Background: an optimization exercise with open tools, aiming at small area. Do not read the settings as production practice. The RTL was checked by simulation tests, not by an equivalence proof against the original design. Power is estimated from default activity; no workload was simulated.

build 76:
## cnn_top
module cnn_top
(
    input  logic        clk,
    input  logic        reset,
    input  logic        load_req,
    input  logic [15:0] load_cmd,        
    output logic        load_ack,
    input  logic        run_req,
    output logic        run_ack,
    output logic [81:0] result           
);
Size: about 1000 flip-flops, ~100 I/O pins, roughly 27000 µm² of cells after synthesis.
Settings: LEC_CHECK=0, ABC_AREA=1, CAP_MARGIN=20, CORE_MARGIN=2, CORE_UTILIZATION=65, SLEW_MARGIN=20; clock period 10.0 ns.
standard.sh (not shown) runs the stock make flow with config.mk's settings and CLKGATE_MAP_FILE= SYNTH_SCRIPT=/design/flow/synth_recipe.tcl, a recipe that flattens the netlist after the stock synthesis.
==> flow/flow/run.sh <==
#!/bin/bash
# The standard layout (standard.sh, ORFS) with these changes:
# - input and output ports are buffered with the smallest buffer;
# - clock tree synthesis uses clkbuf_8 sink clusters of up to 20 flip-flops and no dummy loads;
# - after floorplan, OpenROAD's restructure re-maps the combinational logic for
#   area (flow/restructure.tcl); registers are kept as synthesized.
# The make output goes to standard.log; each ORFS step keeps its own log.
set -euo pipefail
here=$(pwd)
export BUFFER_PORTS_ARGS="-buffer_cell sky130_fd_sc_hd__buf_1"
export CTS_ARGS="-sink_clustering_enable -repair_clock_nets -dont_use_dummy_load -buf_list sky130_fd_sc_hd__clkbuf_8 -sink_clustering_size 20 -sink_clustering_max_diameter 60"
export POST_FLOORPLAN_TCL="$here/flow/restructure.tcl"
bash standard.sh > standard.log 2>&1
==> flow/flow/restructure.tcl <==
# Area recovery after floorplan: re-map the combinational logic with ABC for
# area (OpenROAD restructure). Registers are not touched.
set lib_in [lindex $::env(LIB_FILES) 0]
set work $::env(RESULTS_DIR)/restructure
file mkdir $work
set lib_out $work/lib_dont_use.lib

# a copy of the library with the platform's don't-use cells marked dont_use,
# so that ABC leaves them out
set fh [open $lib_in r]
set text [read $fh]
close $fh
set out ""
set pos 0
foreach {whole name} [regexp -all -inline -indices {cell\s*\(\s*"?([A-Za-z0-9_]+)"?\s*\)\s*\{} $text] {
  set end [lindex $whole 1]
  set cell [string range $text [lindex $name 0] [lindex $name 1]]
  append out [string range $text $pos $end]
  foreach pattern $::env(DONT_USE_CELLS) {
    if { [string match $pattern $cell] } {
      append out "\n    dont_use : true;"
      break
    }
  }
  set pos [expr {$end + 1}]
}
append out [string range $text $pos end]
set fh [open $lib_out w]
puts -nonewline $fh $out
close $fh

set tielo "[lindex $::env(TIELO_CELL_AND_PORT) 0]/[lindex $::env(TIELO_CELL_AND_PORT) 1]"
set tiehi "[lindex $::env(TIEHI_CELL_AND_PORT) 0]/[lindex $::env(TIEHI_CELL_AND_PORT) 1]"
report_design_area
restructure -target area -liberty_file $lib_out -tielo_port $tielo -tiehi_port $tiehi \
  -work_dir $work
report_design_area
The following lists how build 49 was set up differently from build 76:
Settings: clearing ABC_AREA, which used to be 1; swapping 65 for 60 in CORE_UTILIZATION.
-- flow/flow/run.sh --
<<< build 76, line 4
# - clock tree synthesis uses clkbuf_8 sink clusters of up to 20 flip-flops and no dummy loads;
>>> build 49, line 4
# - clock tree synthesis uses clkbuf_8 sink clusters and no dummy loads;
<<< build 76, line 11
export CTS_ARGS="-sink_clustering_enable -repair_clock_nets -dont_use_dummy_load -buf_list sky130_fd_sc_hd__clkbuf_8 -sink_clustering_size 20 -sink_clustering_max_diameter 60"
>>> build 49, line 11
export CTS_ARGS="-sink_clustering_enable -repair_clock_nets -dont_use_dummy_load -buf_list sky130_fd_sc_hd__clkbuf_8 -sink_clustering_size 18 -sink_clustering_max_diameter 60"
<<< build 76, line 13
>>> build 49, line 13
export GPL_KEEP_OVERFLOW=0
Results
Delta (build 49 minus build 76): maximum clock frequency increased about 0.4%; portion of total power attributed to combinational logic climbed 19 points; mapped cell area increased 0.91%.
Per the comparison of build 49 with build 76, share of the clock period used by the worst path now sits lower, well tap count now sits higher.
Diff build 49 and build 76: first-pass iteration count of the detailed router higher in build 49
Diff build 76 -> build 49 | via count | increase of about 2%
What build 29 does differently from build 49 at the input level:
Settings: swapping 60 for 65 in CORE_UTILIZATION.
-- flow/flow/run.sh --
<<< build 49, line 4
# - clock tree synthesis uses clkbuf_8 sink clusters and no dummy loads;
>>> build 29, line 4
# - clock tree synthesis uses clkbuf_8 sink clusters of up to 20 flip-flops and no dummy loads;
<<< build 49, line 11
export CTS_ARGS="-sink_clustering_enable -repair_clock_nets -dont_use_dummy_load -buf_list sky130_fd_sc_hd__clkbuf_8 -sink_clustering_size 18 -sink_clustering_max_diameter 60"
>>> build 29, line 11
export CTS_ARGS="-sink_clustering_enable -repair_clock_nets -dont_use_dummy_load -buf_list sky130_fd_sc_hd__clkbuf_8 -sink_clustering_size 20 -sink_clustering_max_diameter 60"
<<< build 49, line 13
export GPL_KEEP_OVERFLOW=0
>>> build 29, line 13
## What came out
Antenna cell count: build 29 vs build 49 identical. Summary: setup slack after layout, build 29 better than build 49. ~same wire length in build 49 and build 29. Changes observed in build 29 relative to build 49: total negative slack for setup checks about even; first-iteration DRC count now larger; share of total power in combinational logic roughly the same; power per cell area went down by 0.73%. When the final numbers for build 49 and build 29 were put side by side, the clock buffer instance count of the final layout turned out to be greater in build 49. Utilization in build 29 is 4.8 points above build 49. On power share of the sequential group: build 29 sits above build 49.
Input changes introduced in build 14 (baseline for comparison: build 29):
Settings: changing CORE_UTILIZATION from 65 to 60.
-- flow/flow/run.sh --
<<< build 29, line 4
# - clock tree synthesis uses clkbuf_8 sink clusters of up to 20 flip-flops and no dummy loads;
>>> build 14, line 4
# - clock tree synthesis uses clkbuf_8 sink clusters and no dummy loads;
<<< build 29, line 11
export CTS_ARGS="-sink_clustering_enable -repair_clock_nets -dont_use_dummy_load -buf_list sky130_fd_sc_hd__clkbuf_8 -sink_clustering_size 20 -sink_clustering_max_diameter 60"
>>> build 14, line 11
export CTS_ARGS="-sink_clustering_enable -repair_clock_nets -dont_use_dummy_load -buf_list sky130_fd_sc_hd__clkbuf_8 -sink_clustering_size 18 -sink_clustering_max_diameter 60"
### Flow results
Diff build 29 and build 14: final cell count higher in build 14
Comparing build 14 with build 29, the multi-input combinational cell area came out essentially unchanged.
Against build 29 as the reference, build 14 delivers a higher total number of placement rows.
Build 14: PASS, flow complete, no timing, DRC or antenna violations
Compared with build 29, in build 14 post-route cell area has increased, proportion of cell area occupied by registers has decreased, layout cell share with drive strength beyond 1 has increased, clock network fraction of total power has increased, total number of cells along the worst setup path has increased.
On first-pass GRT wire length, build 29 and build 14 are neck and neck.
## Diff of input files: build 64 against build 14
==> flow/flow/run.sh <==
#!/bin/bash
set -euo pipefail
export BUFFER_PORTS_ARGS="-buffer_cell sky130_fd_sc_hd__buf_1"
export CTS_ARGS="-sink_clustering_enable -repair_clock_nets -dont_use_dummy_load -buf_list sky130_fd_sc_hd__clkbuf_8 -sink_clustering_size 18 -sink_clustering_max_diameter 80"
bash standard.sh > standard.log 2>&1
removed: flow/flow/restructure.tcl
### Flow results
Build 14 → build 64: minimum period implied by the final worst setup slack went up 0.52 ns; final total power went down 32%.
The run with more routed wire is build 14, not build 64.
Going from build 14 to build 64, worst vdd rail ir drop went down about 40%, final period utilization rose 5.2 points.
When the final numbers for build 14 and build 64 were put side by side, the global-route usage turned out to be smaller in build 64.
Last weighted congestion value of the routability-driven placer shrinks by a few percent when moving from build 14 to build 64.

-- afterwards: timing with drivers on the ports --
The results above use ideal ports. As a check the final layouts listed here were re-extracted and re-timed, cells and wires unchanged. Step 1, drivers: a clkbuf_16 drives clk and a buf_2 each remaining input, both assumed. Step 2, shift: input delay + t, output delay - t, t = (earliest + latest rising clock arrival at the registers) / 2. This alone moves slack from input paths to output paths. Three values: ideal, step 1, step 2; two values: the first two.
run | t (ns) | setup slack, ns | pins driven straight from the clock port
build 76 | 0.651 | 1.052 / 1.052 / 1.052 | 1
build 49 | 0.678 | 1.088 / 1.088 / 1.088 | 1
build 29 | 0.703 | 1.161 / 1.161 / 1.161 | 1
build 14 | 0.700 | 0.992 / 0.992 / 0.992 | 1
build 64 | 0.664 | 0.470 / 0.470 / 0.470 | 1
After both steps every run listed still meets setup and hold.
